Background: an optimization exercise with open tools, aiming at a short achievable clock period and few clock cycles. Do not read the settings as production practice. The RTL was checked by simulation tests, not by an equivalence proof against the original design. Power and IR drop assume default switching activity.

Design mipsPipeline, start of the top module:
module mipsPipeline (
	input  logic             clk,
	input  logic             rstN,
	output logic [32-1:0] imemAddr,
	input  logic [32-1:0] imemData,
	output logic [32-1:0] dataAddr,
	output logic [32-1:0] dataWdata,
	output logic             dataWrite,
	input  logic [32-1:0] dataRdata
);
Size in the first run: roughly 6,700 cells after synthesis, about 160 I/O pins, about 0.075 mm^2 of cells after synthesis.
==> flow/config.mk <==
export PLATFORM = sky130hd
export DESIGN_NAME = mipsPipeline
export DESIGN_NICKNAME = mipsPipeline
export VERILOG_FILES = /design/flow/design.v
export SDC_FILE = /design/flow/constraint.sdc
export NUM_CORES = 4
export LEC_CHECK = 0
export ABC_CLOCK_PERIOD_IN_PS = 10
export CAP_MARGIN = 20
export CELL_PAD_IN_SITES_DETAIL_PLACEMENT = 1
export CELL_PAD_IN_SITES_GLOBAL_PLACEMENT = 2
export CORE_MARGIN = 2
export CORE_UTILIZATION = 40
export SETUP_SLACK_MARGIN = 4.6
export SLEW_MARGIN = 20
export SYNTH_HIERARCHICAL = 1
export SYNTH_MINIMUM_KEEP_SIZE = 0
==> flow/constraint.sdc <==
create_clock -name core_clock -period 7.5 [get_ports {clk}]
set_input_delay 1.5000 -clock core_clock [delete_from_list [all_inputs] [get_ports {clk}]]
set_output_delay 1.5000 -clock core_clock [all_outputs]
set_load 0.01 [all_outputs]
standard.sh (not shown) runs the stock make flow with config.mk's settings and CLKGATE_MAP_FILE= SYNTH_SCRIPT=/design/flow/synth_recipe.tcl, a recipe that flattens the netlist after the stock synthesis.
==> flow/flow/run.sh <==
#!/bin/bash
# Layout flow: the standard ORFS flow (standard.sh: the standard
# synthesis script and steps), with these settings changed:
#  - port buffers are buf_6 instead of the default delay-buffer cell, and
#  - the cells in flow/dont_use.txt (4-input OR/NOR, 5-input AOI/OAI,
#    majority and adder cells; slow or hard to optimise around) are added
#    to the platform's don't-use list, so synthesis maps to other gates.
# make's full output goes to flow_make.log in this folder; ORFS keeps each
# step's log under orfs/logs/.
set -euo pipefail
here=$(pwd)
{
	echo "include $here/config.mk"
	echo "export BUFFER_PORTS_ARGS = -buffer_cell sky130_fd_sc_hd__buf_6"
	echo "export DONT_USE_CELLS = $(tr '\n' ' ' < "$here/flow/dont_use.txt")"
} > "$here/flow_config.mk"
bash standard.sh "DESIGN_CONFIG=$here/flow_config.mk" finish > flow_make.log 2>&1
==> flow/flow/dont_use.txt <==
sky130_fd_sc_hd__or4_0
sky130_fd_sc_hd__or4_1
sky130_fd_sc_hd__or4_2
sky130_fd_sc_hd__or4_4
sky130_fd_sc_hd__or4b_0
sky130_fd_sc_hd__or4b_1
sky130_fd_sc_hd__or4b_2
sky130_fd_sc_hd__or4b_4
sky130_fd_sc_hd__or4bb_0
sky130_fd_sc_hd__or4bb_1
sky130_fd_sc_hd__or4bb_2
sky130_fd_sc_hd__or4bb_4
sky130_fd_sc_hd__nor4_0
sky130_fd_sc_hd__nor4_1
sky130_fd_sc_hd__nor4_2
sky130_fd_sc_hd__nor4_4
sky130_fd_sc_hd__nor4b_0
sky130_fd_sc_hd__nor4b_1
sky130_fd_sc_hd__nor4b_2
sky130_fd_sc_hd__nor4b_4
sky130_fd_sc_hd__nor4bb_0
sky130_fd_sc_hd__nor4bb_1
sky130_fd_sc_hd__nor4bb_2
sky130_fd_sc_hd__nor4bb_4
sky130_fd_sc_hd__a2111o_0
sky130_fd_sc_hd__a2111o_1
sky130_fd_sc_hd__a2111o_2
sky130_fd_sc_hd__a2111o_4
sky130_fd_sc_hd__a2111oi_0
sky130_fd_sc_hd__a2111oi_1
sky130_fd_sc_hd__a2111oi_2
sky130_fd_sc_hd__a2111oi_4
sky130_fd_sc_hd__o2111a_0
sky130_fd_sc_hd__o2111a_1
sky130_fd_sc_hd__o2111a_2
sky130_fd_sc_hd__o2111a_4
sky130_fd_sc_hd__o2111ai_0
sky130_fd_sc_hd__o2111ai_1
sky130_fd_sc_hd__o2111ai_2
sky130_fd_sc_hd__o2111ai_4
sky130_fd_sc_hd__fa_0
sky130_fd_sc_hd__fa_1
sky130_fd_sc_hd__fa_2
sky130_fd_sc_hd__fa_4
sky130_fd_sc_hd__ha_0
sky130_fd_sc_hd__ha_1
sky130_fd_sc_hd__ha_2
sky130_fd_sc_hd__ha_4
sky130_fd_sc_hd__maj3_0
sky130_fd_sc_hd__maj3_1
sky130_fd_sc_hd__maj3_2
sky130_fd_sc_hd__maj3_4
sky130_fd_sc_hd__fah_0
sky130_fd_sc_hd__fah_1
sky130_fd_sc_hd__fah_2
sky130_fd_sc_hd__fah_4
sky130_fd_sc_hd__fahcin_0
sky130_fd_sc_hd__fahcin_1
sky130_fd_sc_hd__fahcin_2
sky130_fd_sc_hd__fahcin_4
sky130_fd_sc_hd__fahcon_0
sky130_fd_sc_hd__fahcon_1
sky130_fd_sc_hd__fahcon_2
sky130_fd_sc_hd__fahcon_4
The baseline went through all stages and came out clean.
Testbench counts at the start, summed over its fixed seeds: cycles 57,175.
Edit:
--- a/flow/flow/run.sh
+++ b/flow/flow/run.sh
@@ -4 +4,2 @@
-#  - port buffers are buf_6 instead of the default delay-buffer cell, and
+#  - port buffers are buf_6 instead of the default delay-buffer cell,
+#  - timing repair may change a cell's footprint, and
@@ -17 +18,4 @@
-bash standard.sh "DESIGN_CONFIG=$here/flow_config.mk" finish > flow_make.log 2>&1
+bash standard.sh \
+	"DESIGN_CONFIG=$here/flow_config.mk" \
+	"MATCH_CELL_FOOTPRINT=0" \
+	finish > flow_make.log 2>&1
Settings changed: CELL_PAD_IN_SITES_DETAIL_PLACEMENT 1 to unset, CELL_PAD_IN_SITES_GLOBAL_PLACEMENT 2 to unset, PLACE_DENSITY set to 0.7, SETUP_SLACK_MARGIN 4.6 to 5.0.
The changed run completed, yet does not pass: antenna violations; setup slack degrades by 0.16 ns; clock power falls by 4.9%; synthesized cell count stays the same; wire length went down by 12%; non-clock buffer count came out higher by 30.
Edit:
Settings changed: PLACE_DENSITY 0.7 to unset.
After rerunning: With this change the flow finished clean; via count fell slightly; setup slack improved by 0.25 ns; clock-buffer cell count rose by 9; global-route usage rose by 1.6 points; cell count rose slightly; synthesized cell count stays the same; utilization rose by 0.36 points; sequential share of layout area fell by 0.30 points; combinational power rose by a few percent; wire length rose by a few percent; register-to-register slack improved by 0.25 ns.

-- separate check: timing with driven ports --
Ports are ideal in the flow. The routed layouts listed here were re-timed in OpenROAD.
Step 1 assumes that a clkbuf_16 drives the clock port and a buf_2 every other input.
Step 2 adds t to the input delays and takes it off the output delays; t is the mean of the earliest and latest rising clock arrival at the registers after step 1. Input paths then give back, and output paths get back, about the clock's delay inside the block.
a / b / c = ideal / step 1 / step 2; a / b = the first two.
| run | t, ns | setup slack, ns | cell pins on the clock port's net |
|---|---|---|---|
| the first run | 0.932 | 4.403 / 4.403 / 3.827 | 1 |
| the second run | 0.905 | 4.241 / 4.241 / 3.864 | 1 |
| the third run | 0.899 | 4.494 / 4.494 / 4.071 | 1 |
For the first run, which loses most, drivers alone change the setup slack by 0.000 ns; drivers and shift together by -0.576 ns.
